This is an optimization exercise on Yosys and OpenROAD, whose aim is small area, a short achievable clock period and few clock cycles per item, not a production implementation. The RTL was checked by simulation tests, not by an equivalence proof against the original design. No activity file was given, so power comes from the tool's default toggle rates.

==> flow/design.v <==
package vfic_pkg;
  localparam int unsigned BatchSize  = 66;
  localparam int unsigned MaxAttribs = 16;
  localparam int unsigned SlotW      = 7;
  localparam int unsigned AttrW      = 4;
  localparam logic [1:0] RegDrawMode = 2'd0;
  localparam logic [1:0] RegAttrMask = 2'd1;
  localparam logic [1:0] RegInCount  = 2'd2;
  localparam logic CmdVertex = 1'b0;
  localparam logic CmdLoad   = 1'b1;
  localparam logic KindSlot  = 1'b0;
  localparam logic KindFetch = 1'b1;
endpackage
module vfic_booth_enc (
  input  logic [15:0] stride_i,
  output logic [8:0]  neg_o,
  output logic [8:0]  one_o,
  output logic [8:0]  two_o
);
  logic [18:0] s;
  assign s = {2'b00, stride_i, 1'b0};
  always_comb begin
    for (int i = 0; i < 9; i++) begin
      neg_o[i] = s[2*i+2];
      one_o[i] = s[2*i+1] ^ s[2*i];
      two_o[i] = (s[2*i+2] & ~s[2*i+1] & ~s[2*i]) | (~s[2*i+2] & s[2*i+1] & s[2*i]);
    end
  end
endmodule
module vfic_addr_unit (
  input  logic [8:0]  neg_i,
  input  logic [8:0]  one_i,
  input  logic [8:0]  two_i,
  input  logic [31:0] index_i,
  output logic [63:0] sum_o,
  output logic [63:0] carry_o
);
  logic [63:0] r [9];
  logic [32:0] low [9];
  always_comb begin
    for (int i = 0; i < 9; i++) begin
      low[i] = (one_i[i] ? {1'b0, index_i} : 33'd0) | (two_i[i] ? {index_i, 1'b0} : 33'd0);
      low[i] = neg_i[i] ? ~low[i] : low[i];
    end
    r[0] = {(neg_i[0] ? 31'h7ffeaaab : 31'h7ffeaaac), low[0]};
    for (int i = 1; i < 9; i++) begin
      r[i] = 64'({~neg_i[i], low[i], 1'b0, neg_i[i-1]}) << (2 * i - 2);
    end
  end
  function automatic logic [127:0] csa(input logic [63:0] a, input logic [63:0] b,
                                       input logic [63:0] c);
    logic [63:0] s, cy;
    s  = a ^ b ^ c;
    cy = (a & b) | (a & c) | (b & c);
    csa = {cy[62:0], 1'b0, s};
  endfunction
  logic [63:0] s1a, c1a, s1b, c1b, s1c, c1c, s2a, c2a, s2b, c2b, s3, c3;
  assign {c1a, s1a} = csa(r[0], r[1], r[2]);
  assign {c1b, s1b} = csa(r[3], r[4], r[5]);
  assign {c1c, s1c} = csa(r[6], r[7], r[8]);
  assign {c2a, s2a} = csa(s1a, c1a, s1b);
  assign {c2b, s2b} = csa(c1b, s1c, c1c);
  assign {c3, s3}   = csa(s2a, c2a, s2b);
  assign {carry_o, sum_o} = csa(s3, c3, c2b);
endmodule
module vertex_fetch_index_cache (
  input  logic         clk_i,
  input  logic         rst_ni,
  input  logic         psel,
  input  logic         penable,
  input  logic         pwrite,
  input  logic [3:0]   paddr,
  input  logic [31:0]  pwdata,
  output logic [31:0]  prdata,
  output logic         pready,
  input  logic         s_axis_tvalid,
  output logic         s_axis_tready,
  input  logic [159:0] s_axis_tdata,
  input  logic         s_axis_tuser,
  input  logic         s_axis_tlast,
  output logic         m_axis_tvalid,
  input  logic         m_axis_tready,
  output logic [87:0]  m_axis_tdata,
  output logic         m_axis_tuser,
  output logic         m_axis_tlast
);
  localparam int unsigned SW = vfic_pkg::SlotW;
  localparam int unsigned NB = vfic_pkg::BatchSize;
  localparam int unsigned NA = vfic_pkg::MaxAttribs;
  logic        draw_mode_q;
  logic [15:0] mask_q;
  logic [4:0]  in_count_q;
  logic [21:0] prdata_q;
  assign pready = 1'b1;
  always_ff @(posedge clk_i or negedge rst_ni) begin
    if (!rst_ni) begin
      draw_mode_q <= 1'b0;
      mask_q      <= 16'd0;
      in_count_q  <= 5'd1;
    end else if (psel && penable && pwrite) begin
      unique case (paddr[3:2])
        vfic_pkg::RegDrawMode: draw_mode_q <= pwdata[0];
        vfic_pkg::RegAttrMask: mask_q      <= pwdata[15:0];
        vfic_pkg::RegInCount:  in_count_q  <= pwdata[4:0];
        default: ;
      endcase
    end
  end
  always_ff @(posedge clk_i) begin
    unique case (paddr[3:2])
      vfic_pkg::RegDrawMode: prdata_q <= {21'd0, draw_mode_q};
      vfic_pkg::RegAttrMask: prdata_q <= {6'd0, mask_q};
      vfic_pkg::RegInCount:  prdata_q <= {17'd0, in_count_q};
      default:               prdata_q <= 22'd0;
    endcase
  end
  assign prdata = {10'd0, prdata_q};
  logic [NA-1:0] emask;
  always_comb begin
    for (int j = 0; j < NA; j++) begin
      emask[j] = mask_q[j] && (5'(j) < in_count_q);
    end
  end
  logic          adv;         
  logic          o_v;
  logic          a_v, a_cmd, a_last;
  logic [89:0]   a_pl;        
  logic [31:0]   ctr_q;
  logic [1:0]    q_cnt, q_cnt_d;
  logic          b_vtx, b_load, b_take;
  logic          a_v_d, a_cmd_d;
  logic          p1_v, p1_f, p1_v_d, p1_f_d;
  logic          rdy_q, rdy_o_q, rdy_d, s_pop;
  logic          in_acc;
  assign adv = !o_v || m_axis_tready;
  assign b_vtx  = a_v && !a_cmd && (q_cnt != 2'd2);
  assign b_load = a_v && a_cmd && (q_cnt == 2'd0) && !(p1_v && p1_f);
  assign b_take = b_vtx || b_load;
  assign s_axis_tready = rdy_o_q;
  assign rdy_d = !a_v_d ||
                 (a_cmd_d ? (q_cnt_d == 2'd0 && !(p1_v_d && p1_f_d)) : (q_cnt_d != 2'd2));
  assign in_acc = s_axis_tvalid && rdy_q;
  assign a_v_d   = rdy_q ? s_axis_tvalid : a_v;
  assign a_cmd_d = rdy_q ? s_axis_tuser : a_cmd;
  always_ff @(posedge clk_i or negedge rst_ni) begin
    if (!rst_ni) begin
      a_v   <= 1'b0;
      ctr_q <= 32'd0;
      rdy_q   <= 1'b1;
      rdy_o_q <= 1'b1;
    end else begin
      a_v     <= a_v_d;
      rdy_q   <= rdy_d;
      rdy_o_q <= !(a_v_d && (a_cmd_d ? (q_cnt_d != 2'd0 || (p1_v_d && p1_f_d)) :
                                       (q_cnt_d == 2'd2)));
      if (in_acc && s_axis_tuser == vfic_pkg::CmdVertex) begin
        ctr_q <= s_axis_tlast ? 32'd0 : ctr_q + 32'd1;
      end
    end
  end
  logic [32:0] in_lo;
  logic [15:0] in_str;
  assign in_lo  = {1'b0, s_axis_tdata[67:36]} + {1'b0, s_axis_tdata[147:116]};
  assign in_str = (s_axis_tdata[115:100] != 16'd0) ? s_axis_tdata[115:100] :
                  {11'd0, s_axis_tdata[152:148]};
  always_ff @(posedge clk_i) begin
    if (rdy_q) begin
      a_cmd        <= s_axis_tuser;
      a_last       <= s_axis_tlast;
      a_pl[89:32]  <= {s_axis_tdata[35:32], s_axis_tdata[152:148], in_str,
                       s_axis_tdata[99:68], in_lo[32]};
      a_pl[31:0]   <= (s_axis_tuser == vfic_pkg::CmdLoad) ? in_lo[31:0] :
                      draw_mode_q ? ctr_q : s_axis_tdata[31:0];
    end
  end
  logic [31:0]   tag_q [NB];
  logic [SW-1:0] fill_q, pos_q, fill_inc;
  logic [NB-1:0] match, vld_q;
  logic          b_hit, b_bend;
  logic [SW-1:0] b_enc;
  logic [31:0]   b_idx;
  assign b_idx = a_pl[31:0];
  always_comb begin
    for (int i = 0; i < NB; i++) begin
      match[i] = (tag_q[i] == b_idx) && vld_q[i];
    end
  end
  always_comb begin
    b_enc = '0;
    for (int i = 0; i < NB; i++) begin
      b_enc = b_enc | (match[i] ? SW'(i) : SW'(0));
    end
  end
  assign b_hit  = |match;
  assign b_bend = (pos_q >= SW'(NB - 1)) || a_last;
  always_ff @(posedge clk_i) begin
    for (int i = 0; i < NB; i++) begin
      if (fill_q == SW'(i)) tag_q[i] <= b_idx;
    end
  end
  assign fill_inc = fill_q + SW'(1);
  always_ff @(posedge clk_i or negedge rst_ni) begin
    if (!rst_ni) begin
      fill_q <= '0;
      pos_q  <= '0;
      vld_q  <= '0;
    end else if (b_vtx) begin
      if (b_bend) begin
        fill_q <= '0;
        pos_q  <= '0;
        vld_q  <= '0;
      end else begin
        pos_q  <= pos_q + SW'(1);
        if (!b_hit) begin
          fill_q <= fill_inc;
          vld_q  <= {vld_q[NB-2:0], 1'b1};
        end
      end
    end
  end
  logic [63:0] d_bo   [NA];
  logic [15:0] d_str  [NA];
  logic [4:0]  d_size [NA];
  logic [3:0]  ld_attr;
  logic [63:0] ld_bo;
  logic [15:0] ld_str;
  logic [4:0]  ld_size;
  assign ld_attr   = a_pl[89:86];
  assign ld_size   = a_pl[85:81];
  assign ld_str    = a_pl[80:65];
  assign ld_bo     = {a_pl[64:33] + {31'd0, a_pl[32]}, a_pl[31:0]};
  always_ff @(posedge clk_i) begin
    for (int j = 0; j < NA; j++) begin
      if (b_load && ld_attr == 4'(j)) begin
        d_bo[j]   <= ld_bo;
        d_str[j]  <= ld_str;
        d_size[j] <= ld_size;
      end
    end
  end
  logic [31:0]   q_idx  [2];
  logic [SW-1:0] q_enc  [2];
  logic [SW-1:0] q_fill [2];
  logic [1:0]    q_hit, q_bend;
  logic          q_wp, q_rp;
  logic          q0_new, q0_shift, q1_new;
  logic          h_hit, h_bend;
  logic [SW-1:0] h_slot;
  assign q0_new   = b_vtx && (q_cnt == 2'd0 || (q_cnt == 2'd1 && s_pop));
  assign q0_shift = s_pop && q_cnt == 2'd2;
  assign q1_new   = b_vtx && q_cnt == 2'd1 && !s_pop;
  assign q_cnt_d  = q_cnt + 2'(b_vtx) - 2'(s_pop);
  always_ff @(posedge clk_i) begin
    if (q0_new) begin
      q_idx[0] <= b_idx;
    end else if (q0_shift) begin
      q_idx[0] <= q_idx[1];
    end
    if (q1_new) begin
      q_idx[1] <= b_idx;
    end
    if (b_vtx) begin
      q_enc[q_wp]  <= b_enc;
      q_fill[q_wp] <= fill_q;
      q_hit[q_wp]  <= b_hit;
      q_bend[q_wp] <= b_bend;
    end
  end
  always_ff @(posedge clk_i or negedge rst_ni) begin
    if (!rst_ni) begin
      q_cnt <= 2'd0;
      q_wp  <= 1'b0;
      q_rp  <= 1'b0;
    end else begin
      q_cnt <= q_cnt_d;
      if (b_vtx) q_wp <= !q_wp;
      if (s_pop) q_rp <= !q_rp;
    end
  end
  assign h_hit  = q_hit[q_rp];
  assign h_bend = q_bend[q_rp];
  assign h_slot = h_hit ? q_enc[q_rp] : q_fill[q_rp];
  logic [NA-1:0] rem_q, oh_q, rem_nx;
  logic          s_any, s_issue;
  logic [3:0]    s_j;
  logic [15:0]   s_str;
  logic [8:0]    s_neg, s_one, s_two;
  function automatic logic [NA-1:0] lowest(input logic [NA-1:0] v);
    logic [NA-1:0] below;
    below[0] = 1'b0;
    for (int j = 1; j < NA; j++) below[j] = below[j-1] | v[j-1];
    lowest = v & ~below;
  endfunction
  assign rem_nx  = rem_q & ~oh_q;
  assign s_any   = !h_hit && (rem_q != '0);
  assign s_issue = adv && (q_cnt != 2'd0);
  assign s_pop   = s_issue && !s_any;
  always_comb begin
    s_j   = '0;
    s_str = '0;
    for (int j = 0; j < NA; j++) begin
      s_j   = s_j | ((oh_q[j] && s_any) ? 4'(j) : 4'd0);
      s_str = s_str | ((oh_q[j] && s_any) ? d_str[j] : 16'd0);
    end
  end
  vfic_booth_enc u_enc (
    .stride_i(s_str),
    .neg_o   (s_neg),
    .one_o   (s_one),
    .two_o   (s_two)
  );
  always_ff @(posedge clk_i or negedge rst_ni) begin
    if (!rst_ni) begin
      rem_q <= '0;
      oh_q  <= '0;
    end else if (q_cnt == 2'd0 || s_pop) begin
      rem_q <= emask;
      oh_q  <= lowest(emask);
    end else if (s_issue) begin
      rem_q <= rem_nx;
      oh_q  <= lowest(rem_nx);
    end
  end
  logic          p1_hit, p1_bend;
  logic [3:0]    p1_j;
  logic [SW-1:0] p1_slot;
  logic [8:0]    p1_neg, p1_one, p1_two;
  logic [63:0]   p1_sum, p1_carry;
  assign p1_v_d = adv ? (q_cnt != 2'd0) : p1_v;
  assign p1_f_d = adv ? s_any : p1_f;
  always_ff @(posedge clk_i or negedge rst_ni) begin
    if (!rst_ni) begin
      p1_v <= 1'b0;
    end else begin
      p1_v <= p1_v_d;
    end
  end
  always_ff @(posedge clk_i) begin
    p1_f <= p1_f_d;
    if (adv) begin
      p1_j    <= s_j;
      p1_slot <= h_slot;
      p1_hit  <= h_hit && !s_any;
      p1_bend <= h_bend && !s_any;
      p1_neg  <= s_neg;
      p1_one  <= s_one;
      p1_two  <= s_two;
    end
  end
  vfic_addr_unit u_mul (
    .neg_i  (p1_neg),
    .one_i  (p1_one),
    .two_i  (p1_two),
    .index_i(q_idx[0]),
    .sum_o  (p1_sum),
    .carry_o(p1_carry)
  );
  logic          p2_v, p2_f, p2_hit, p2_bend;
  logic [3:0]    p2_j;
  logic [SW-1:0] p2_slot;
  logic [4:0]    p2_size;
  logic [63:0]   p2_sum, p2_carry, p2_bo, p2_s, p2_c;
  logic [32:0]   p2_lo;
  always_ff @(posedge clk_i or negedge rst_ni) begin
    if (!rst_ni) begin
      p2_v <= 1'b0;
    end else if (adv) begin
      p2_v <= p1_v;
    end
  end
  always_ff @(posedge clk_i) begin
    if (adv) begin
      p2_f     <= p1_f;
      p2_j     <= p1_j;
      p2_slot  <= p1_slot;
      p2_hit   <= p1_hit;
      p2_bend  <= p1_bend;
      p2_sum   <= p1_sum;
      p2_carry <= p1_carry;
      p2_bo    <= p1_f ? d_bo[p1_j] : 64'd0;
      p2_size  <= p1_f ? d_size[p1_j] : 5'd0;
    end
  end
  assign p2_s  = p2_bo ^ p2_sum ^ p2_carry;
  assign p2_c  = {((p2_bo[62:0] & p2_sum[62:0]) | (p2_bo[62:0] & p2_carry[62:0]) |
                   (p2_sum[62:0] & p2_carry[62:0])), 1'b0};
  assign p2_lo = {1'b0, p2_s[31:0]} + {1'b0, p2_c[31:0]};
  logic          p3_v, p3_f, p3_hit, p3_bend, p3_cy;
  logic [3:0]    p3_j;
  logic [SW-1:0] p3_slot;
  logic [4:0]    p3_size;
  logic [31:0]   p3_lo, p3_s, p3_c, p3_hi;
  always_ff @(posedge clk_i or negedge rst_ni) begin
    if (!rst_ni) begin
      p3_v <= 1'b0;
    end else if (adv) begin
      p3_v <= p2_v;
    end
  end
  always_ff @(posedge clk_i) begin
    if (adv) begin
      p3_f    <= p2_f;
      p3_j    <= p2_j;
      p3_slot <= p2_slot;
      p3_hit  <= p2_hit;
      p3_bend <= p2_bend;
      p3_size <= p2_size;
      p3_lo   <= p2_lo[31:0];
      p3_cy   <= p2_lo[32];
      p3_s    <= p2_s[63:32];
      p3_c    <= p2_c[63:32];
    end
  end
  assign p3_hi = p3_s + p3_c + {31'd0, p3_cy};
  logic [87:0] od_q;
  logic        ou_q, ol_q;
  always_ff @(posedge clk_i or negedge rst_ni) begin
    if (!rst_ni) begin
      o_v <= 1'b0;
    end else if (adv) begin
      o_v <= p3_v;
    end
  end
  always_ff @(posedge clk_i) begin
    if (adv) begin
      od_q <= {6'd0, p3_bend, p3_size, p3_hi, p3_lo, p3_j, p3_hit, p3_slot};
      ou_q <= p3_f;
      ol_q <= !p3_f;
    end
  end
  assign m_axis_tvalid = o_v;
  assign m_axis_tdata  = od_q;
  assign m_axis_tuser  = ou_q;
  assign m_axis_tlast  = ol_q;
endmodule
==> flow/constraint.sdc <==
create_clock -name core_clock -period 9.5 [get_ports {clk_i}]
set_input_delay 1.9000 -clock core_clock [delete_from_list [all_inputs] [get_ports {clk_i}]]
set_output_delay 1.9000 -clock core_clock [all_outputs]
set_load 0.01 [all_outputs]
==> flow/standard.sh <==
#!/bin/bash
# synth_recipe.tcl (not shown) runs the flow's synth.tcl, then flattens the netlist and writes it again
# the make line also repeats each setting of config.mk as NAME=value (left out here)
make -C /OpenROAD-flow-scripts/flow DESIGN_CONFIG=/design/flow/config.mk WORK_HOME=/design/flow/orfs CLKGATE_MAP_FILE= SYNTH_SCRIPT=/design/flow/synth_recipe.tcl "${@:-finish}"
==> flow/config.mk <==
export PLATFORM = sky130hd
export DESIGN_NAME = vertex_fetch_index_cache
export DESIGN_NICKNAME = vertex_fetch_index_cache
export VERILOG_FILES = /design/flow/design.v
export SDC_FILE = /design/flow/constraint.sdc
export NUM_CORES = 4
export LEC_CHECK = 0
export CAP_MARGIN = 20
export CORE_MARGIN = 2
export CORE_UTILIZATION = 40
export SLEW_MARGIN = 20
==> flow/flow/run.sh <==
#!/bin/bash
# The standard layout (the standard.sh, standard synthesis unchanged), with
# two layout knobs: repair_timing aims for a larger setup margin, and the port
# buffers are plain buffers instead of the delay cells buffer_ports picks.
# Constraints (clock period, I/O delays, loads) are the standard flow's, untouched.
set -euo pipefail
bash standard.sh \
  SETUP_SLACK_MARGIN=${MARGIN:-5.5} \
  "BUFFER_PORTS_ARGS=-buffer_cell sky130_fd_sc_hd__buf_2" \
  finish > make_finish.log 2>&1
==> key figures, run 1 <==
Drt
  – Remaining DRCs: 0
  – 1st-iter DRT viols: roughly 16k
  – Highest routed layer: met5
  – Via/cell ratio: ~6
  – Vias: ~110k
  – First-pass iteration count of the detailed router: 8
  – WL per Instance: about 32 µm
  – Metal2 WL: 266.2 mm
  – Met3 routed WL: 68.67 mm
  – DRT antenna net count: 0
  – Final WL: 592.4 mm
  – Post-Route M1 WL: 239.7 mm

Clock tree
  – CTS hold repair buffers: 0
  – Worst-Skew Late Latency: between 1000 and 1500 ps
  – Num CTS Buffers: 436
  – H-tree lvl count: 5
  – TritonCTS clock tree: yes
  – Clk buf depth: 4
  – Root Buffer Master: clkbuf_16
  – CTS Sinks: 4268
  – Reg clk slew, reported paths: about 60 ps

STA
  – TNS Setup: 0 ps
  – Max_slew headroom: 0.2327
  – Min cycle time layout: roughly 4100 ps
  – Final slew viol count: 0
  – Hold violation count in the final report: 0
  – Final setup viols: 0
  – Final worst slack: 5446 ps
  – Peak Freq: 0.2467 GHz
  – RSZ-0062 raised after global routing: true
  – Worst-Margin Slew: 1151 ps
  – Worst Skew: 110.5 ps
  – Hold Slack: 401.5 ps
  – Period utilization: 0.4268

Critical path
  – Worst reg2reg setup slack: 5450 ps
  – Critical path class: reg2reg
  – Required time of the critical path: 10430 ps
  – Reg2reg start: a_pl[31]$_DFFE_PP_
  – Startpoint Class: register
  – Crit-path slowest cell: edfxtp_1
  – Reg2reg path depth: 16
  – Crit Path Max Fanout: 27
  – Cell Chain, Critical Path: buf_12 > buf_16 > buf_16 > buf_12 > xnor2_1 > nand4_1 > nor4_1 > nand4_1 > nand4_1 > nor4_4 > and4_4 > and2_4 > o21ai_4 > buf_12 > bufbuf_16 > a22o_1
  – Worst stage delay on the critical path: 410 ps
  – CP endpoint kind: register
  – Reg-to-Reg End: vld_q[42]$_DFFE_PN0P_
  – Critical Path AT: 4980 ps

Flow run
  – Max_cap viols: 0

Floorplan
  – Core area: 0.4561 mm²
  – Initial Util: 0.4014
  – Placement row count: 248
  – Die ar.: 0.4631 mm²
  – Die width: 680.5 µm
  – Die height: about 680 µm
  – Ports: 330

Yosys
  – Post-synthesis sequential area ratio: 0.6943
  – Async SR Flop Fraction: 0.04100
  – Post-synthesis sequential element count: 4268
  – Ys Warns: 15
  – Synthesized area: 0.1831 mm²
  – Most area-consuming cells after synthesis: edfxtp_1 67%, xnor2_1 6.4%, xor2_1 5.6%
  – Syn Area/Cell: around 16 µm²
  – Ys flop type: edfxtp_1
  – Share of the synthesized area in the top cell type: 0.6684
  – Yosys cell types: 85
  – Leading area contributor after synthesis: edfxtp_1
  – Post-synthesis cell count: 11.48k
  – Post-synth EDFFs: between 4k and 5k

Final layout
  – Layout cells sized above 1: 0.1575
  – Layout Utilization: 0.4676
  – Area Growth Syn to Fin: 16.51%
  – Footprint of the multi-input gates: 0.05272 mm²
  – Most frequent cells in the layout: 4075 x edfxtp_1, 1320 x xnor2_1, 1167 x xor2_1, 658 x a22oi_1, 458 x clkbuf_16
  – Sequential cell area: 0.1271 mm²
  – Final #Nets: between 10k and 15k
  – Final Cell Area: 0.2133 mm²
  – Fill cell count: 38.41k
  – Most common cell after layout, fill and taps aside: edfxtp_1

Placement
  – RD Place Congestion: 0.8231
  – IO Port Bufs: 281
  – HPWL after DPL: 282.0 mm
  – Post-DP Area: 0.1922 mm²
  – Post-place setup slack: 3698 ps

Hold path
  – HP Class: reg2reg
  – Hold Crit Depth: 0
  – Hold Startpoint: p1_slot[6]$_DFFE_PN_
  – WHS Endpoint: p2_slot[6]$_DFFE_PN_

GRT
  – Wire length of the first global-routing pass: between 800 and 900 mm
  – Aggregate global routing overflow: 0
  – Pin count of the biggest net entering global routing: between 150 and 200
  – Total GRT Usage: 0.2461
  – Antenna violations before repair: 67
  – Vias in the first global route: 106.2k

Pwr
  – Power Dens Cells: 378.2 mW/mm²
  – Leakage: 72.28 nW
  – Max IR drop VDD: 0.0005723 V

Outcome
  – Status: timing/DRC/antenna clean
kinds of logic after synthesis:
group | synth area share
muxes | 0.006096
and+or+nand+nor | 0.05054
xor gates and xnor gates | 0.1202
other | 0.00004102
AOI/OAI and AO/OA | 0.06169
buffers and inverters | 0.02779
adders and majority gates | 0.03936
DFF | 0.6943
stage by stage:
step,instances,power [mW]
floorplan,11500,48.93
global placement,17450,59.79
detailed placement,17450,60.37
CTS,18460,80.51
global route,18560,85.68
finish,18570,80.67
where the power goes:
| part | switching, mW | internal, mW |
|---|---|---|
| clock network | 7.43 | 9.76 |
| registers | 1.36 | 26.1 |
| logic | 22.2 | 13.9 |
| total | 31.0 | 49.7 |
routing by layer:
layer | track usage | vias up
met2 | 0.3812 | 6619
met4 | 0.06663 | 34
met1 | 0.3527 | 57010
met3 | 0.05073 | 985
li1 | - | 44650
met5 | 0 | -
worst max path at each step:
stage / to / slack [ps] / start
2_1_floorplan: d_bo[12][0]$_DFFE_PP_ / 4160 / q_cnt[1]$_DFF_PN0_
3_3_place_gp: fill_q[0]$_DFFE_PN0P_ / 3660 / a_pl[5]$_DFFE_PP_
3_5_place_dp: fill_q[0]$_DFFE_PN0P_ / 3700 / a_pl[5]$_DFFE_PP_
4_1_cts: oh_q[15]$_DFFE_PN0P_ / 5440 / q_rp$_DFFE_PN0P_
5_1_grt: p3_lo[31]$_DFFE_PN_ / 5300 / p2_sum[4]$_DFFE_PN_
6_report: vld_q[42]$_DFFE_PN0P_ / 5450 / a_pl[31]$_DFFE_PP_
repair_timing:
action                                  CTS  global route
pin swaps                                15            30
endpoints found under the setup margin  459           639
cloned                                   91            12
resized for setup                       272           103
buffers inserted                        117            80
worst max-delay path, delay by kind of cell, from the launching register on:
family	cells	cell delay, ps
AO/OA/AOI/OAI	2	330
XOR/XNOR	1	160
buffers and inverters	6	1260
flip-flops	1	410
AND/OR/NAND/NOR	7	1590
final cells by class:
| type | count | share of cell area |
|---|---|---|
| Antenna cell | 14 | 0.0001642 |
| Multi-Input combinational cell | 6286 | 0.2472 |
| Timing Repair Buffer | 906 | 0.04961 |
| Inverter | 290 | 0.005256 |
| Clock buffer | 539 | 0.05419 |
| Sequential cell | 4268 | 0.5960 |
| Tap cell | 6000 | 0.03520 |
| Clock inverter | 269 | 0.01247 |
registers in the layout, summed over array words and instances (netlist names), 32 cells and up, named ones only:
signal    cells
ctr_q        32
a_pl         90
p3_lo        32
vld_q        66
p3_c         32
q_idx        64
od_q         82
d_size       80
tag_q      2112
d_bo       1024
p3_s         32
p2_bo        64
d_str       256
p2_carry     46
p2_sum       50
cell usage after synthesis, drive strengths merged, types with 21 or more instances:
| master | number |
|---|---|
| nand2 | 202 |
| fa | 270 |
| o21ai | 144 |
| and2 | 58 |
| nor3 | 88 |
| mux2i | 44 |
| mux2 | 60 |
| a21oi | 192 |
| dfrtp | 173 |
| nor2b | 34 |
| a31oi | 33 |
| o221a | 68 |
| a22o | 171 |
| nand4 | 383 |
| inv | 287 |
| nor4 | 303 |
| ha | 144 |
| a211oi | 21 |
| or3 | 33 |
| a221oi | 102 |
| nand2b | 38 |
| nand3 | 215 |
| edfxtp | 4075 |
| a22oi | 659 |
| clkbuf | 330 |
| buf | 333 |
| a21o | 35 |
| xor2 | 1173 |
| xnor2 | 1339 |
| nor2 | 230 |
| and3 | 68 |
Testbench counts, summed over its fixed seeds: cycles 64,506, vertices 22,812.
==> run 2, diff against run 1 <==
--- a/flow/design.v
+++ b/flow/design.v
@@ -32,29 +32,29 @@
   input  logic [8:0]  one_i,
   input  logic [8:0]  two_i,
   input  logic [31:0] index_i,
-  output logic [63:0] sum_o,
-  output logic [63:0] carry_o
+  output logic [47:0] sum_o,
+  output logic [47:0] carry_o
 );
-  logic [63:0] r [9];
+  logic [47:0] r [9];
   logic [32:0] low [9];
   always_comb begin
     for (int i = 0; i < 9; i++) begin
       low[i] = (one_i[i] ? {1'b0, index_i} : 33'd0) | (two_i[i] ? {index_i, 1'b0} : 33'd0);
       low[i] = neg_i[i] ? ~low[i] : low[i];
     end
-    r[0] = {(neg_i[0] ? 31'h7ffeaaab : 31'h7ffeaaac), low[0]};
+    r[0] = {(neg_i[0] ? 15'h2aab : 15'h2aac), low[0]};
     for (int i = 1; i < 9; i++) begin
-      r[i] = 64'({~neg_i[i], low[i], 1'b0, neg_i[i-1]}) << (2 * i - 2);
+      r[i] = 48'(64'({~neg_i[i], low[i], 1'b0, neg_i[i-1]}) << (2 * i - 2));
     end
   end
-  function automatic logic [127:0] csa(input logic [63:0] a, input logic [63:0] b,
-                                       input logic [63:0] c);
-    logic [63:0] s, cy;
+  function automatic logic [95:0] csa(input logic [47:0] a, input logic [47:0] b,
+                                      input logic [47:0] c);
+    logic [47:0] s, cy;
     s  = a ^ b ^ c;
     cy = (a & b) | (a & c) | (b & c);
-    csa = {cy[62:0], 1'b0, s};
+    csa = {cy[46:0], 1'b0, s};
   endfunction
-  logic [63:0] s1a, c1a, s1b, c1b, s1c, c1c, s2a, c2a, s2b, c2b, s3, c3;
+  logic [47:0] s1a, c1a, s1b, c1b, s1c, c1c, s2a, c2a, s2b, c2b, s3, c3;
   assign {c1a, s1a} = csa(r[0], r[1], r[2]);
   assign {c1b, s1b} = csa(r[3], r[4], r[5]);
   assign {c1c, s1c} = csa(r[6], r[7], r[8]);
@@ -130,15 +130,17 @@
   logic          b_vtx, b_load, b_take;
   logic          a_v_d, a_cmd_d;
   logic          p1_v, p1_f, p1_v_d, p1_f_d;
+  logic          p2_v, p2_f, p2_v_d, p2_f_d;
   logic          rdy_q, rdy_o_q, rdy_d, s_pop;
   logic          in_acc;
   assign adv = !o_v || m_axis_tready;
   assign b_vtx  = a_v && !a_cmd && (q_cnt != 2'd2);
-  assign b_load = a_v && a_cmd && (q_cnt == 2'd0) && !(p1_v && p1_f);
+  assign b_load = a_v && a_cmd && (q_cnt == 2'd0) && !(p1_v && p1_f) && !(p2_v && p2_f);
   assign b_take = b_vtx || b_load;
   assign s_axis_tready = rdy_o_q;
   assign rdy_d = !a_v_d ||
-                 (a_cmd_d ? (q_cnt_d == 2'd0 && !(p1_v_d && p1_f_d)) : (q_cnt_d != 2'd2));
+                 (a_cmd_d ? (q_cnt_d == 2'd0 && !(p1_v_d && p1_f_d) && !(p2_v_d && p2_f_d)) :
+                            (q_cnt_d != 2'd2));
   assign in_acc = s_axis_tvalid && rdy_q;
   assign a_v_d   = rdy_q ? s_axis_tvalid : a_v;
   assign a_cmd_d = rdy_q ? s_axis_tuser : a_cmd;
@@ -151,7 +153,8 @@
     end else begin
       a_v     <= a_v_d;
       rdy_q   <= rdy_d;
-      rdy_o_q <= !(a_v_d && (a_cmd_d ? (q_cnt_d != 2'd0 || (p1_v_d && p1_f_d)) :
+      rdy_o_q <= !(a_v_d && (a_cmd_d ? (q_cnt_d != 2'd0 || (p1_v_d && p1_f_d) ||
+                                        (p2_v_d && p2_f_d)) :
                                        (q_cnt_d == 2'd2)));
       if (in_acc && s_axis_tuser == vfic_pkg::CmdVertex) begin
         ctr_q <= s_axis_tlast ? 32'd0 : ctr_q + 32'd1;
@@ -174,15 +177,16 @@
     end
   end
   logic [31:0]   tag_q [NB];
-  logic [SW-1:0] fill_q, pos_q, fill_inc;
-  logic [NB-1:0] match, vld_q;
+  logic [SW-1:0] fill_q, pos_q, fill_e;
+  logic [NB-1:0] match, vld_q, vld_e;
+  logic          pm_q;
   logic          b_hit, b_bend;
   logic [SW-1:0] b_enc;
   logic [31:0]   b_idx;
   assign b_idx = a_pl[31:0];
   always_comb begin
     for (int i = 0; i < NB; i++) begin
-      match[i] = (tag_q[i] == b_idx) && vld_q[i];
+      match[i] = (tag_q[i] == b_idx) && vld_e[i];
     end
   end
   always_comb begin
@@ -193,29 +197,29 @@
   end
   assign b_hit  = |match;
   assign b_bend = (pos_q >= SW'(NB - 1)) || a_last;
+  assign fill_e = fill_q + SW'(pm_q);
+  assign vld_e  = pm_q ? {vld_q[NB-2:0], 1'b1} : vld_q;
   always_ff @(posedge clk_i) begin
     for (int i = 0; i < NB; i++) begin
-      if (fill_q == SW'(i)) tag_q[i] <= b_idx;
+      if (fill_e == SW'(i)) tag_q[i] <= b_idx;
     end
   end
-  assign fill_inc = fill_q + SW'(1);
   always_ff @(posedge clk_i or negedge rst_ni) begin
     if (!rst_ni) begin
       fill_q <= '0;
       pos_q  <= '0;
       vld_q  <= '0;
-    end else if (b_vtx) begin
-      if (b_bend) begin
-        fill_q <= '0;
-        pos_q  <= '0;
-        vld_q  <= '0;
-      end else begin
-        pos_q  <= pos_q + SW'(1);
-        if (!b_hit) begin
-          fill_q <= fill_inc;
-          vld_q  <= {vld_q[NB-2:0], 1'b1};
-        end
-      end
+      pm_q   <= 1'b0;
+    end else if (b_vtx && b_bend) begin
+      fill_q <= '0;
+      pos_q  <= '0;
+      vld_q  <= '0;
+      pm_q   <= 1'b0;
+    end else begin
+      fill_q <= fill_e;
+      vld_q  <= vld_e;
+      pm_q   <= b_vtx && !b_hit;
+      if (b_vtx) pos_q <= pos_q + SW'(1);
     end
   end
   logic [63:0] d_bo   [NA];
@@ -261,7 +265,7 @@
     end
     if (b_vtx) begin
       q_enc[q_wp]  <= b_enc;
-      q_fill[q_wp] <= fill_q;
+      q_fill[q_wp] <= fill_e;
       q_hit[q_wp]  <= b_hit;
       q_bend[q_wp] <= b_bend;
     end
@@ -299,8 +303,8 @@
     s_j   = '0;
     s_str = '0;
     for (int j = 0; j < NA; j++) begin
-      s_j   = s_j | ((oh_q[j] && s_any) ? 4'(j) : 4'd0);
-      s_str = s_str | ((oh_q[j] && s_any) ? d_str[j] : 16'd0);
+      s_j   = s_j | (oh_q[j] ? 4'(j) : 4'd0);
+      s_str = s_str | (oh_q[j] ? d_str[j] : 16'd0);
     end
   end
   vfic_booth_enc u_enc (
@@ -325,7 +329,7 @@
   logic [3:0]    p1_j;
   logic [SW-1:0] p1_slot;
   logic [8:0]    p1_neg, p1_one, p1_two;
-  logic [63:0]   p1_sum, p1_carry;
+  logic [47:0]   p1_sum, p1_carry;
   assign p1_v_d = adv ? (q_cnt != 2'd0) : p1_v;
   assign p1_f_d = adv ? s_any : p1_f;
   always_ff @(posedge clk_i or negedge rst_ni) begin
@@ -340,8 +344,8 @@
     if (adv) begin
       p1_j    <= s_j;
       p1_slot <= h_slot;
-      p1_hit  <= h_hit && !s_any;
-      p1_bend <= h_bend && !s_any;
+      p1_hit  <= h_hit;
+      p1_bend <= h_bend;
       p1_neg  <= s_neg;
       p1_one  <= s_one;
       p1_two  <= s_two;
@@ -355,41 +359,37 @@
     .sum_o  (p1_sum),
     .carry_o(p1_carry)
   );
-  logic          p2_v, p2_f, p2_hit, p2_bend;
+  logic          p2_hit, p2_bend;
   logic [3:0]    p2_j;
   logic [SW-1:0] p2_slot;
-  logic [4:0]    p2_size;
-  logic [63:0]   p2_sum, p2_carry, p2_bo, p2_s, p2_c;
-  logic [32:0]   p2_lo;
+  logic [47:0]   p2_sum, p2_carry, p2_prod;
+  assign p2_v_d = adv ? p1_v : p2_v;
+  assign p2_f_d = adv ? p1_f : p2_f;
   always_ff @(posedge clk_i or negedge rst_ni) begin
     if (!rst_ni) begin
       p2_v <= 1'b0;
-    end else if (adv) begin
-      p2_v <= p1_v;
+    end else begin
+      p2_v <= p2_v_d;
     end
   end
   always_ff @(posedge clk_i) begin
+    p2_f <= p2_f_d;
     if (adv) begin
-      p2_f     <= p1_f;
       p2_j     <= p1_j;
       p2_slot  <= p1_slot;
       p2_hit   <= p1_hit;
       p2_bend  <= p1_bend;
       p2_sum   <= p1_sum;
       p2_carry <= p1_carry;
-      p2_bo    <= p1_f ? d_bo[p1_j] : 64'd0;
-      p2_size  <= p1_f ? d_size[p1_j] : 5'd0;
     end
   end
-  assign p2_s  = p2_bo ^ p2_sum ^ p2_carry;
-  assign p2_c  = {((p2_bo[62:0] & p2_sum[62:0]) | (p2_bo[62:0] & p2_carry[62:0]) |
-                   (p2_sum[62:0] & p2_carry[62:0])), 1'b0};
-  assign p2_lo = {1'b0, p2_s[31:0]} + {1'b0, p2_c[31:0]};
-  logic          p3_v, p3_f, p3_hit, p3_bend, p3_cy;
+  assign p2_prod = p2_sum + p2_carry;
+  logic          p3_v, p3_f, p3_hit, p3_bend;
   logic [3:0]    p3_j;
   logic [SW-1:0] p3_slot;
   logic [4:0]    p3_size;
-  logic [31:0]   p3_lo, p3_s, p3_c, p3_hi;
+  logic [47:0]   p3_prod;
+  logic [63:0]   p3_bo, p3_addr;
   always_ff @(posedge clk_i or negedge rst_ni) begin
     if (!rst_ni) begin
       p3_v <= 1'b0;
@@ -400,18 +400,16 @@
   always_ff @(posedge clk_i) begin
     if (adv) begin
       p3_f    <= p2_f;
-      p3_j    <= p2_j;
+      p3_j    <= p2_f ? p2_j : 4'd0;
       p3_slot <= p2_slot;
       p3_hit  <= p2_hit;
-      p3_bend <= p2_bend;
-      p3_size <= p2_size;
-      p3_lo   <= p2_lo[31:0];
-      p3_cy   <= p2_lo[32];
-      p3_s    <= p2_s[63:32];
-      p3_c    <= p2_c[63:32];
+      p3_bend <= p2_bend && !p2_f;
+      p3_prod <= p2_f ? p2_prod : 48'd0;
+      p3_bo   <= p2_f ? d_bo[p2_j] : 64'd0;
+      p3_size <= p2_f ? d_size[p2_j] : 5'd0;
     end
   end
-  assign p3_hi = p3_s + p3_c + {31'd0, p3_cy};
+  assign p3_addr = p3_bo + {16'd0, p3_prod};
   logic [87:0] od_q;
   logic        ou_q, ol_q;
   always_ff @(posedge clk_i or negedge rst_ni) begin
@@ -423,7 +421,7 @@
   end
   always_ff @(posedge clk_i) begin
     if (adv) begin
-      od_q <= {6'd0, p3_bend, p3_size, p3_hi, p3_lo, p3_j, p3_hit, p3_slot};
+      od_q <= {6'd0, p3_bend, p3_size, p3_addr, p3_j, p3_hit, p3_slot};
       ou_q <= p3_f;
       ol_q <= !p3_f;
     end
==> key figures, run 2 <==
Final layout
  – Most flops, register: tag_q
  – Final #Nets: 12.90k (+0.72%)
  – Area Growth Syn to Fin: 13.31%
  – Top flop regs: tag_q x2112, d_bo x1024, d_str x256
  – Layout cells sized above 1: 0.1317 (-0.02581)
  – Most common cell after layout, fill and taps aside: edfxtp_1
  – Most frequent cells in the layout: 4015 x edfxtp_1, 1761 x xor2_1, 773 x xnor2_1, 705 x a22oi_1, 438 x clkbuf_16
  – Max reg flops: 2112 (unchanged)

Floorplan
  – Die height: 680.8 µm (about the same)
  – Ports: 330 (unchanged)
  – Die ar.: 0.4634 mm² (about the same)
  – Initial Util: 0.4016 (about the same)
  – Core area: 0.4561 mm² (unchanged)
  – Placement row count: 248 (unchanged)
  – Die width: 680.8 µm (about the same)

Clock tree
  – CTS hold repair buffers: 0 (unchanged)
  – Worst-Skew Late Latency: 1040 ps (-30 ps)
  – Root Buffer Master: clkbuf_16
  – Num CTS Buffers: 427 (-2.1%)
  – Clk buf depth: 4 (unchanged)
  – TritonCTS clock tree: yes
  – CTS Sinks: 4210 (-1.4%)
  – Reg clk slew, reported paths: 60 ps (about the same)
  – H-tree lvl count: 5 (unchanged)

Drt
  – First-pass iteration count of the detailed router: 7 (-1)
  – Remaining DRCs: 0 (unchanged)
  – DRT antenna net count: 0 (unchanged)
  – Final WL: 505.3 mm (-15%)
  – Via/cell ratio: 5.537 (-5.9%)
  – 1st-iter DRT viols: 10.74k (-33%)
  – Vias: 103.5k (-5.3%)
  – WL per Instance: 27.03 µm (-15%)

Yosys
  – Post-synthesis sequential element count: 4210 (-1.4%)
  – Syn Area/Cell: 15.48 µm² (-2.9%)
  – Share of the synthesized area in the top cell type: 0.6581 (-0.01027)
  – Ys flop type: edfxtp_1
  – Leading area contributor after synthesis: edfxtp_1
  – Async SR Flop Fraction: 0.04181 (+0.0008024)
  – Commonest cells in the netlist: 4015 x edfxtp_1, 1765 x xor2_1, 788 x xnor2_1
  – Most area-consuming cells after synthesis: edfxtp_1 66%, xor2_1 8.4%, xnor2_1 3.8%
  – Ys Warns: 15 (unchanged)
  – Post-synthesis cell count: 11.83k (+3.1%)
  – Count leader, synth: edfxtp_1
  – Post-synth EDFFs: 4015 (-1.5%)
  – Post-synthesis sequential area ratio: 0.6842 (-0.01004)
  – Yosys cell types: 102 (+20%)
  – Synthesized area: 0.1832 mm² (about the same)

STA
  – Worst Skew: 126.7 ps (+16.22 ps)
  – Final setup viols: 0 (unchanged)
  – Peak Freq: 0.2535 GHz (+2.8%)
  – Period utilization: 0.4152 (-0.01158)
  – RSZ-0062 raised after global routing: true
  – Max_slew headroom: 0.2286 (-0.004190)
  – Final slew viol count: 0 (unchanged)
  – Hold violation count in the final report: 0 (unchanged)
  – Min cycle time layout: 3944 ps (-110.1 ps)
  – Worst-Margin Slew: 1156 ps (+5.041 ps)
  – TNS Setup: 0 ps (unchanged)
  – Final worst slack: 5556 ps (+110.1 ps)

GRT
  – Pin count of the biggest net entering global routing: 98 (-41%)
  – Wire length of the first global-routing pass: 723.5 mm (-11%)
  – Aggregate global routing overflow: 0 (unchanged)
  – Vias in the first global route: 101.2k (-4.7%)
  – Antenna violations before repair: 37 (-45%)
  – Total GRT Usage: 0.2121 (-0.03399)

Outcome
  – Status: timing/DRC/antenna clean

Critical path
  – Critical Path AT: 4630 ps (-350 ps)
  – Crit Path Max Fanout: 4 (-85%)
  – CP endpoint kind: register
  – Required time of the critical path: 10180 ps (-250 ps)
  – Critical path class: in2reg
  – Startpoint Class: input pin

Placement
  – RD Place Congestion: 0.8361 (+1.6%)
  – HPWL after DPL: 290.5 mm (+3.0%)
  – IO Port Bufs: 281 (unchanged)
  – Post-place setup slack: 3916 ps (+218.2 ps)

Hold path
  – HP Class: reg2reg

Pwr
  – Max IR drop VDD: 0.001200 V (+110%)
  – Power Dens Cells: 381.9 mW/mm² (+0.98%)
  – Leakage: 70.78 nW (-2.1%)

Flow run
  – Max_cap viols: 0 (unchanged)
==> run 2: changes by cell type in the layout (fill, tap and decap cells not counted), sizes merged, moves of 83 or more <==
cell,delta
xnor2,-551
a22o,-89
bufbuf,-83
nor2,+89
xor2,+592
buf,-112
nor4,+124
nand4,-92
==> run 2: timing repair <==
| item | 4_1_cts | 5_1_grt |
|---|---|---|
| gates cloned | 3 | 1 |
| pin swaps | 6 | 8 |
| setup buffers | 30 | 16 |
| setup endpoints to repair | 1101 | 498 |
| gates resized for setup | 64 | 45 |
==> run 2: report_power, final <==
group	total, mW	leakage (nW)	switching [mW]	internal (mW)
Combinational	35.7	24.6	22.7	13.0
Clock	16.9	6.86	7.23	9.68
Sequential	26.6	39.3	1.18	25.5
Total	79.3	70.8	31.1	48.1
==> run 2: critical path, cell delays in order <==
cell      delay, ps
buf_2            80
ha_2            180
inv_1            60
fa_2            370
buf_12          160
nand2b_4        160
a21oi_4         170
o21ai_2         120
a311oi_2        420
o211ai_1        250
a21oi_2         220
o41ai_1         100
buf_4           170
xnor2_1         120
nand2_1          70
o21ai_1          70
==> run 2: layer usage <==
layer  GRT usage  vias to the layer above  share of wire  routed length (µm)
li1            -                    45380              -                   -
met1      0.3024                    53650           0.44              221100
met2      0.3439                     3823           0.47              236800
met3     0.02791                      674          0.068               34580
met4     0.05299                        2          0.025               12770
met5           0                        -       0.000026                  13
==> run 2: metrics by stage <==
| step | utilization | hold WS, ps | cell area [µm²] | total power [mW] | std cells |
|---|---|---|---|---|---|
| finish | 0.4551 | 418.3 | 207600 | 79.27 | 18700 |
| global route | 0.4550 | 428.8 | 207600 | 83.97 | 18680 |
| CTS | 0.4540 | 418.4 | 207100 | 79.43 | 18660 |
| detailed placement | 0.4215 | 404.5 | 192300 | 62.34 | 17830 |
| global placement | 0.4213 | 400.7 | 192200 | 61.88 | 17830 |
| floorplan | - | 400.3 | 183400 | 47.80 | 11860 |
==> run 2: cells by family after synthesis <==
logic type,after synthesis,synth area share
flops,4210,0.6842
xor+xnor,2553,0.1221
simple gates,1986,0.05860
compound gates,1572,0.06269
buf+inv,963,0.02768
fa+ha+maj,386,0.03546
mux,162,0.009254
other cells,2,0.00004099
==> run 2: final timing paths <==
check | start | slack [ps] | end | cells after the start
worst max-delay path | s_axis_tdata[36] | 5560 | a_pl[30]$_DFFE_PP_ | 16
max in group asynchronous | rst_ni | 7330 | pm_q$_DFF_PN0_ | 2
worst min-delay path | p3_bend$_DFFE_PN_ | 420 | od_q[81]$_DFFE_PN_ | 0
worst min register to register | p3_bend$_DFFE_PN_ | 420 | od_q[81]$_DFFE_PN_ | 0
worst max register to register | a_pl[18]$_DFFE_PP_ | 5570 | register | 11
min in group asynchronous | rst_ni | 880 | ctr_q[19]$_DFFE_PN0P_ | 1
==> run 2: area by class of cell <==
type	instances	area, µm²
clock buffers	567	11680
diodes	23	57.56
well taps	6000	7507
repair buffers	702	5515
inverters	283	1089
multi-input cells	6684	53950
flip-flops and latches	4210	125400
fillers	39810	248600
clock inverters	227	2406
Testbench counts of run 2, summed over its fixed seeds: cycles 64,530, vertices 22,812.
==> run 3, diff against run 2 <==
--- a/flow/flow/run.sh
+++ b/flow/flow/run.sh
@@ -5,6 +5,6 @@
 # Constraints (clock period, I/O delays, loads) are the standard flow's, untouched.
 set -euo pipefail
 bash standard.sh \
-  SETUP_SLACK_MARGIN=${MARGIN:-5.5} \
+  SETUP_SLACK_MARGIN=${MARGIN:-5.8} \
   "BUFFER_PORTS_ARGS=-buffer_cell sky130_fd_sc_hd__buf_2" \
   finish > make_finish.log 2>&1
==> key figures, run 3 <==
Drt
  – First-pass iteration count of the detailed router: 6 (-1)
  – Vias: 106.0k (+2.3%)
  – Via/cell ratio: 5.630 (+1.7%)
  – DRT antenna net count: 0 (unchanged)
  – Highest routed layer: met5
  – 1st-iter DRT viols: 11.53k (+7.4%)
  – Remaining DRCs: 0 (unchanged)
  – Met3 routed WL: 38.64 mm (+12%)
  – Metal2 WL: 259.4 mm (+9.5%)
  – Post-Route M1 WL: 225.3 mm (+1.9%)
  – Final WL: 541.3 mm (+7.1%)
  – WL per Instance: 28.76 µm (+6.4%)

Critical path
  – Worst stage delay on the critical path: 780 ps (+360 ps)
  – Required time of the critical path: 7600 ps (-2580 ps)
  – Reg-to-Reg End: q_enc[1][1]$_DFFE_PP_
  – Reg2reg path depth: 12 (+1)
  – Worst reg2reg setup slack: 5700 ps (+130 ps)
  – Startpoint Class: register
  – Crit-path slowest cell: dfstp_4
  – CP endpoint kind: primary output
  – Reg2reg start: pm_q$_DFF_PN0_
  – CP top delay family: flip-flops
  – Cell Chain, Critical Path: buf_6
  – Critical Path AT: 1980 ps (-2650 ps)
  – Buf/Inv on CP: 1 (-3)
  – Critical path class: reg2out
  – Crit Path Max Fanout: 2 (-2)

Yosys
  – Post-synthesis cell count: 11.83k (unchanged)
  – Most area-consuming cells after synthesis: edfxtp_1 66%, xor2_1 8.4%, xnor2_1 3.8%
  – Syn Area/Cell: 15.48 µm² (unchanged)
  – Compound-Gate Fraction of Synth Area: 0.06269 (unchanged)
  – Mux share of post-synthesis cell area: 0.009254 (unchanged)
  – Post-synthesis simple-gate area fraction: 0.05860 (unchanged)
  – Count leader, synth: edfxtp_1
  – Async SR Flop Fraction: 0.04181 (unchanged)
  – Leading area contributor after synthesis: edfxtp_1
  – Post-synthesis sequential area ratio: 0.6842 (unchanged)
  – Commonest cells in the netlist: 4015 x edfxtp_1, 1765 x xor2_1, 788 x xnor2_1
  – Post-synthesis adder-cell area fraction: 0.03546 (unchanged)
  – Yosys cell types: 102 (unchanged)
  – Post-synthesis sequential element count: 4210 (unchanged)
  – Post-synth EDFFs: 4015 (unchanged)
  – Ys flop type: edfxtp_1
  – Largest family of logic cells by synthesized area: XOR/XNOR gates
  – Synthesized area: 0.1832 mm² (unchanged)
  – Share of the synthesized area in the top cell type: 0.6581 (unchanged)
  – Xor/xnor share of the synthesized area: 0.1221 (unchanged)
  – Ys Warns: 15 (unchanged)

Hold path
  – Hold Startpoint: p1_slot[6]$_DFFE_PN_
  – HP Class: reg2reg
  – WHS Endpoint: p2_slot[6]$_DFFE_PN_
  – Hold Crit Depth: 0 (unchanged)

Clock tree
  – Num CTS Buffers: 424 (-0.70%)
  – Worst-Skew Late Latency: 1030 ps (about the same)
  – Reg clk slew, reported paths: 60 ps (about the same)
  – CTS Sinks: 4210 (unchanged)
  – CTS hold repair buffers: 0 (unchanged)
  – H-tree lvl count: 5 (unchanged)
  – Clk buf depth: 4 (unchanged)
  – TritonCTS clock tree: yes
  – Root Buffer Master: clkbuf_16

Final layout
  – Most frequent cells in the layout: 4015 x edfxtp_1, 1760 x xor2_1, 769 x xnor2_1, 705 x a22oi_1, 435 x clkbuf_16
  – Layout cells sized above 1: 0.1443 (+0.01264)
  – Fill cell count: 39.32k (-1.2%)
  – Most common cell after layout, fill and taps aside: edfxtp_1
  – Final #Nets: 13.04k (+1.1%)
  – Most flops, register: tag_q
  – Area Growth Syn to Fin: 15.10%
  – Top flop regs: tag_q x2112, d_bo x1024, d_str x256
  – Max reg flops: 2112 (unchanged)

Floorplan
  – Initial Util: 0.4016 (unchanged)
  – Ports: 330 (unchanged)
  – Placement row count: 248 (unchanged)
  – Die height: 680.8 µm (unchanged)
  – Die width: 680.8 µm (unchanged)
  – Core area: 0.4561 mm² (unchanged)
  – Die ar.: 0.4634 mm² (unchanged)

GRT
  – Wire length of the first global-routing pass: 755.5 mm (+4.4%)
  – Pin count of the biggest net entering global routing: 163 (+66%)
  – Total GRT Usage: 0.2245 (+0.01248)
  – Aggregate global routing overflow: 0 (unchanged)
  – Vias in the first global route: 101.9k (+0.70%)
  – Antenna violations before repair: 29 (-22%)

STA
  – Final setup viols: 0 (unchanged)
  – Hold Slack: 419.2 ps (+0.8190 ps)
  – Peak Freq: 0.2575 GHz (+1.6%)
  – Max_slew headroom: 0.2438 (+0.01525)
  – RSZ-0062 raised after global routing: true
  – Hold violation count in the final report: 0 (unchanged)
  – Worst-Margin Slew: 1134 ps (-21.63 ps)
  – Final slew viol count: 0 (unchanged)
  – Period utilization: 0.4088 (-0.006381)
  – TNS Setup: 0 ps (unchanged)
  – Worst Skew: 56.62 ps (-70.12 ps)
  – Min cycle time layout: 3884 ps (-60.62 ps)

Placement
  – IO Port Bufs: 281 (unchanged)
  – RD Place Congestion: 0.8497 (+1.6%)
  – HPWL after DPL: 278.6 mm (-4.1%)

Pwr
  – Power Dens Cells: 371.3 mW/mm² (-2.8%)
  – Leakage: 72.41 nW (+2.3%)
  – Max IR drop VDD: 0.0006323 V (-47%)

Flow run
  – Max_cap viols: 0 (unchanged)

Outcome
  – Status: timing/DRC/antenna clean
## run 3: cell counts after synthesis
No cell type changed its count.
## run 3: layer usage
metal | up-vias | global-route usage
met1 | 55160 | 0.3084
met5 | - | 0
met3 | 835 | 0.02881
met4 | 6 | 0.06759
met2 | 4270 | 0.3730
li1 | 45680 | -
## run 3: repair_timing
item / 4_1_cts / 5_1_grt
setup endpoints to repair: 2337 / 1285
gates resized for setup: 175 / 106
setup buffers: 127 / 38
pin swaps: 29 / 29
cloned: 47 / 9
## run 3: power breakdown
part | internal (mW) | switching (mW) | total (mW)
clock | 9.38 | 7.28 | 16.7
sequential | 25.5 | 1.08 | 26.6
combinational | 13.4 | 21.6 | 35.0
## run 3: worst reg2reg max path: cells and delay by family (launching register included)
family	cells	cell delay, ps
AND/OR/NAND/NOR	7	1800
buffers and inverters	4	820
multiplexers	1	480
flip-flops	1	440
## run 3: area by class of cell
type                            instances  area [µm²]  area share
Clock inverter                        245        2402     0.01139
Multi-Input combinational cell       6700       54690      0.2594
Timing Repair Buffer                  829        8512     0.04037
Clock buffer                          536       11260     0.05338
Antenna cell                           16       40.04   0.0001899
Tap cell                             6000        7507     0.03560
Inverter                              283        1090    0.005168
Sequential cell                      4210      125400      0.5945
## run 3: how the worst max path moves through the flow
| stage | depth (start not counted) | start | endpoint | slack, ps |
|---|---|---|---|---|
| floorplan | 10 | s_axis_tdata[40] | a_pl[27]$_DFFE_PP_ | 5120 |
| global placement | 13 | s_axis_tdata[36] | a_pl[32]$_DFFE_PP_ | 4230 |
| detailed placement | 11 | s_axis_tdata[43] | a_pl[32]$_DFFE_PP_ | 4250 |
| CTS | 1 | rdy_q$_DFF_PN1_ | s_axis_tready | 5540 |
| global route | 1 | rdy_q$_DFF_PN1_ | s_axis_tready | 5600 |
| finish | 1 | rdy_q$_DFF_PN1_ | s_axis_tready | 5620 |
## run 3: stage by stage
step | utilization | setup WS (ps) | instances | cell area [µm²] | total power, mW
4_1_cts | 0.4597 | 5541 | 18750 | 209700 | 78.74
2_1_floorplan | - | 5123 | 11860 | 183700 | 47.87
5_1_grt | 0.4623 | 5598 | 18810 | 210900 | 82.87
6_report | 0.4623 | 5616 | 18820 | 210900 | 78.30
3_3_place_gp | 0.4217 | 4234 | 17800 | 192400 | 60.32
3_5_place_dp | 0.4219 | 4246 | 17800 | 192400 | 60.39
## run 3: cell families after synthesis
logic type	count (synthesis)
compound gates	1572
buf+inv	963
other cells	2
simple gates	1986
xor+xnor	2553
flops	4210
mux	162
fa+ha+maj	386
==> run 4, diff against run 3 <==
--- a/flow/design.v
+++ b/flow/design.v
@@ -131,31 +131,28 @@
   logic          a_v_d, a_cmd_d;
   logic          p1_v, p1_f, p1_v_d, p1_f_d;
   logic          p2_v, p2_f, p2_v_d, p2_f_d;
-  logic          rdy_q, rdy_o_q, rdy_d, s_pop;
+  logic          rdy_q, rdy_d, a_free, s_pop;
   logic          in_acc;
   assign adv = !o_v || m_axis_tready;
   assign b_vtx  = a_v && !a_cmd && (q_cnt != 2'd2);
   assign b_load = a_v && a_cmd && (q_cnt == 2'd0) && !(p1_v && p1_f) && !(p2_v && p2_f);
   assign b_take = b_vtx || b_load;
-  assign s_axis_tready = rdy_o_q;
+  assign a_free = !a_v || b_take;
+  assign s_axis_tready = rdy_q;
   assign rdy_d = !a_v_d ||
                  (a_cmd_d ? (q_cnt_d == 2'd0 && !(p1_v_d && p1_f_d) && !(p2_v_d && p2_f_d)) :
                             (q_cnt_d != 2'd2));
-  assign in_acc = s_axis_tvalid && rdy_q;
-  assign a_v_d   = rdy_q ? s_axis_tvalid : a_v;
-  assign a_cmd_d = rdy_q ? s_axis_tuser : a_cmd;
+  assign in_acc = s_axis_tvalid && a_free;
+  assign a_v_d   = a_free ? s_axis_tvalid : a_v;
+  assign a_cmd_d = a_free ? s_axis_tuser : a_cmd;
   always_ff @(posedge clk_i or negedge rst_ni) begin
     if (!rst_ni) begin
       a_v   <= 1'b0;
       ctr_q <= 32'd0;
-      rdy_q   <= 1'b1;
-      rdy_o_q <= 1'b1;
+      rdy_q <= 1'b1;
     end else begin
-      a_v     <= a_v_d;
-      rdy_q   <= rdy_d;
-      rdy_o_q <= !(a_v_d && (a_cmd_d ? (q_cnt_d != 2'd0 || (p1_v_d && p1_f_d) ||
-                                        (p2_v_d && p2_f_d)) :
-                                       (q_cnt_d == 2'd2)));
+      a_v   <= a_v_d;
+      rdy_q <= rdy_d;
       if (in_acc && s_axis_tuser == vfic_pkg::CmdVertex) begin
         ctr_q <= s_axis_tlast ? 32'd0 : ctr_q + 32'd1;
       end
@@ -167,7 +164,7 @@
   assign in_str = (s_axis_tdata[115:100] != 16'd0) ? s_axis_tdata[115:100] :
                   {11'd0, s_axis_tdata[152:148]};
   always_ff @(posedge clk_i) begin
-    if (rdy_q) begin
+    if (a_free) begin
       a_cmd        <= s_axis_tuser;
       a_last       <= s_axis_tlast;
       a_pl[89:32]  <= {s_axis_tdata[35:32], s_axis_tdata[152:148], in_str,
@@ -199,9 +196,14 @@
   assign b_bend = (pos_q >= SW'(NB - 1)) || a_last;
   assign fill_e = fill_q + SW'(pm_q);
   assign vld_e  = pm_q ? {vld_q[NB-2:0], 1'b1} : vld_q;
+  logic [NB-1:0] fill_dec, tag_we;
+  always_comb begin
+    for (int i = 0; i < NB; i++) fill_dec[i] = (fill_q == SW'(i));
+  end
+  assign tag_we = pm_q ? {fill_dec[NB-2:0], 1'b0} : fill_dec;
   always_ff @(posedge clk_i) begin
     for (int i = 0; i < NB; i++) begin
-      if (fill_e == SW'(i)) tag_q[i] <= b_idx;
+      if (tag_we[i]) tag_q[i] <= b_idx;
     end
   end
   always_ff @(posedge clk_i or negedge rst_ni) begin
--- a/flow/flow/run.sh
+++ b/flow/flow/run.sh
@@ -5,6 +5,6 @@
 # Constraints (clock period, I/O delays, loads) are the standard flow's, untouched.
 set -euo pipefail
 bash standard.sh \
-  SETUP_SLACK_MARGIN=${MARGIN:-5.8} \
+  SETUP_SLACK_MARGIN=${MARGIN:-6.0} \
   "BUFFER_PORTS_ARGS=-buffer_cell sky130_fd_sc_hd__buf_2" \
   finish > make_finish.log 2>&1
==> key figures, run 4 <==
Clock tree
  – TritonCTS clock tree: yes
  – Root Buffer Master: clkbuf_16
  – Reg clk slew, reported paths: 60 ps (about the same)
  – CTS hold repair buffers: 0 (unchanged)
  – CTS Sinks: 4210 (unchanged)
  – Worst-Skew Late Latency: 1060 ps (+30 ps)
  – H-tree lvl count: 5 (unchanged)
  – Num CTS Buffers: 429 (+1.2%)
  – Clk buf depth: 4 (unchanged)

STA
  – Peak Freq: 0.2665 GHz (+3.5%)
  – Worst Skew: 119.9 ps (+63.25 ps)
  – Min cycle time layout: 3752 ps (-131.7 ps)
  – Final slew viol count: 0 (unchanged)
  – Hold violation count in the final report: 0 (unchanged)
  – TNS Setup: 0 ps (unchanged)
  – Max_slew headroom: 0.1665 (-0.07727)
  – RSZ-0062 raised after global routing: true
  – Final setup viols: 0 (unchanged)
  – Period utilization: 0.3949 (-0.01387)
  – Worst-Margin Slew: 1246 ps (+111.3 ps)

Final layout
  – Max reg flops: 2112 (unchanged)
  – Most frequent cells in the layout: 4015 x edfxtp_1, 1633 x xor2_1, 905 x xnor2_1, 673 x a22oi_1, 441 x clkbuf_16
  – Final #Nets: 13.22k (+1.4%)
  – Final Cell Area: 0.2151 mm² (+2.0%)
  – Area Growth Syn to Fin: 17.15%
  – Top flop regs: tag_q x2112, d_bo x1024, d_str x256
  – Layout cells sized above 1: 0.1668 (+0.02245)
  – Most common cell after layout, fill and taps aside: edfxtp_1
  – Most flops, register: tag_q

Critical path
  – Buf/Inv on CP: 1 (unchanged)
  – Cell Chain, Critical Path: buf_2
  – Reg2reg path depth: 11 (-1)
  – Startpoint Class: register
  – Required time of the critical path: 7600 ps (about the same)
  – Crit Path Max Fanout: 2 (unchanged)
  – CP top delay family: flip-flops
  – Critical path depth: 1 (unchanged)
  – Crit-path slowest cell: edfxtp_1
  – CP endpoint kind: primary output
  – Worst stage delay on the critical path: 630 ps (-150 ps)
  – Critical path class: reg2out
  – Critical Path AT: 1850 ps (-130 ps)

Yosys
  – Commonest cells in the netlist: 4015 x edfxtp_1, 1642 x xor2_1, 924 x xnor2_1
  – Yosys cell types: 86 (-16%)
  – Post-synthesis sequential area ratio: 0.6826 (-0.001632)
  – Post-synthesis sequential element count: 4210 (unchanged)
  – Share of the synthesized area in the top cell type: 0.6565 (-0.001569)
  – Syn Area/Cell: 15.54 µm² (+0.39%)
  – Most area-consuming cells after synthesis: edfxtp_1 66%, xor2_1 7.8%, xnor2_1 4.4%
  – Post-synth EDFFs: 4015 (unchanged)
  – Leading area contributor after synthesis: edfxtp_1
  – Count leader, synth: edfxtp_1
  – Ys flop type: edfxtp_1
  – Async SR Flop Fraction: 0.04181 (unchanged)
  – Synthesized area: 0.1836 mm² (+0.24%)
  – Ys Warns: 15 (unchanged)
  – Post-synthesis cell count: 11.82k (-0.15%)

Drt
  – Vias: 109.6k (+3.4%)
  – Via/cell ratio: 5.723 (+1.6%)
  – WL per Instance: 30.57 µm (+6.3%)
  – DRT antenna net count: 1 (+1)
  – Final WL: 585.4 mm (+8.1%)
  – 1st-iter DRT viols: 13.77k (+19%)
  – Remaining DRCs: 0 (unchanged)
  – First-pass iteration count of the detailed router: 8 (+2)

Flow run
  – Max_cap viols: 0 (unchanged)

Hold path
  – Hold Crit Depth: 0 (unchanged)
  – HP Class: reg2reg

GRT
  – Total GRT Usage: 0.2433 (+0.01876)
  – Pin count of the biggest net entering global routing: 103 (-37%)
  – Antenna violations before repair: 38 (+31%)
  – Aggregate global routing overflow: 0 (unchanged)
  – Wire length of the first global-routing pass: 806.4 mm (+6.7%)
  – Vias in the first global route: 103.9k (+1.9%)

Pwr
  – Leakage: 73.89 nW (+2.0%)
  – Tot Pwr: 86.06 mW (+9.9%)
  – Max IR drop VDD: 0.0006098 V (-3.6%)
  – Power Dens Cells: 400.0 mW/mm² (+7.7%)

Placement
  – Post-DP Area: 0.1922 mm² (-0.11%)
  – RD Place Congestion: 0.8098 (-4.7%)
  – IO Port Bufs: 281 (unchanged)
  – HPWL after DPL: 284.2 mm (+2.0%)

Floorplan
  – Core area: 0.4568 mm² (+0.14%)
  – Initial Util: 0.4021 (+0.0004131)
  – Placement row count: 248 (unchanged)
  – Die ar.: 0.4645 mm² (+0.24%)
  – Die width: 681.6 µm (+0.12%)
  – Ports: 330 (unchanged)
  – Die height: 681.6 µm (+0.12%)

Outcome
  – Layout check faults: antenna violations
  – Status: complete, but fails checks
==> run 4: cell count changes after synthesis, moves of 18 or more <==
cell and delta:
buf_12 +19, buf_2 -27, buf_4 -44, buf_8 +35
nand2_1 +26, nand4_1 +28, nor3b_1 -19, nor4_1 -18
xnor2_1 +136, xor2_1 -123
==> run 4: path summary, 6_finish.rpt <==
kind                            slack [ps]            startpoint                       to
worst max-delay path                  5750     od_q[4]$_DFFE_PN_          m_axis_tdata[4]
worst min-delay path                   400  p2_slot[5]$_DFFE_PN_     p3_slot[5]$_DFFE_PN_
worst max register to register        5790        pm_q$_DFF_PN0_                 register
worst min register to register         400  p2_slot[5]$_DFFE_PN_     p3_slot[5]$_DFFE_PN_
max in group asynchronous             7100                rst_ni  draw_mode_q$_DFFE_PN0P_
min in group asynchronous              890                rst_ni      vld_q[65]$_DFF_PN0_
==> run 4: repair_timing <==
item | in CTS | in global routing
gates resized for setup | 440 | 216
endpoints found under the setup margin | 1150 | 860
buffers inserted | 247 | 66
cloned | 86 | 10
pin swaps | 76 | 85
==> run 4: area by class of cell <==
| cell class | instances | area [µm²] |
|---|---|---|
| clock inverter | 235 | 2111 |
| tap | 6125 | 7664 |
| inverter | 283 | 1094 |
| timing repair buffer | 1042 | 12080 |
| antenna | 22 | 55.05 |
| clock buffer | 561 | 11520 |
| sequential | 4210 | 125400 |
| multi-input combinational | 6667 | 55250 |
| fill | 39120 | 241600 |
==> run 4: logic make-up after synthesis <==
| kind of cell | after synthesis | synth area share |
|---|---|---|
| simple gates | 1951 | 0.05637 |
| other cells | 2 | 0.00004089 |
| buf+inv | 969 | 0.03118 |
| flops | 4210 | 0.6826 |
| mux | 167 | 0.009511 |
| fa+ha+maj | 386 | 0.03537 |
| xor+xnor | 2566 | 0.1224 |
| compound gates | 1565 | 0.06255 |
==> run 4: stage by stage <==
step	setup WS, ps	util	cells	hold slack (ps)
after floorplan	2962	-	11840	400.3
after global placement	4362	0.4207	17920	402.8
after detailed placement	4328	0.4208	17920	404.5
after CTS	5719	0.4666	19050	388.2
after global routing	5780	0.4709	19120	410.6
final	5748	0.4710	19150	396.0
==> run 4: routing by layer <==
metal / track usage / routed length (µm) / up-vias
met5: 0 / 110 / -
met4: 0.06233 / 17680 / 16
met3: 0.04563 / 58540 / 866
met2: 0.3789 / 264500 / 5582
met1: 0.3511 / 244500 / 57020
li1: - / - / 46080
==> run 4: where the power goes <==
part | internal (mW) | switching (mW) | leakage (nW)
clock network | 9.31 | 7.28 | 6.66
logic | 15.5 | 25.9 | 28.0
registers | 26.7 | 1.34 | 39.3
total | 51.5 | 34.5 | 73.9
Testbench counts of run 4, summed over its fixed seeds: cycles 64,530, vertices 22,812.

static timing again, ports no longer ideal:
How much do the figures lean on ideal ports? The routed layouts below were timed once more, with nothing changed but the port constraints.
Step 1 assumes that a clkbuf_16 drives the clock port and a buf_2 every other input.
Step 2 moves the port delays by t, midway between the first and last clock arrival at a register: inputs arrive t later, outputs are due t later. That takes back most of the time a late clock gives input paths.
Slacks: no drivers / after step 1 / after step 2; pairs: no drivers / after step 1.
run | t, ns | slack for setup (ns) | worst setup path after step 2 | clock arrival spread, ns | worst data-port slew with drivers (ns)
run 1 | 1.143 | 5.446 / 5.446 / 4.550 | input to register | 0.115 / 0.114 | 0.08
run 2 | 1.087 | 5.556 / 5.529 / 4.548 | input to register | 0.134 / 0.135 | 0.12
run 3 | 1.123 | 5.616 / 5.490 / 4.852 | input to register | 0.064 / 0.065 | 0.13
run 4 | 1.091 | 5.748 / 5.637 / 4.904 | input to register | 0.156 / 0.155 | 0.16
The setup slack of run 2, which loses most, moves by -0.027 ns with the drivers and by -1.008 ns with both steps.
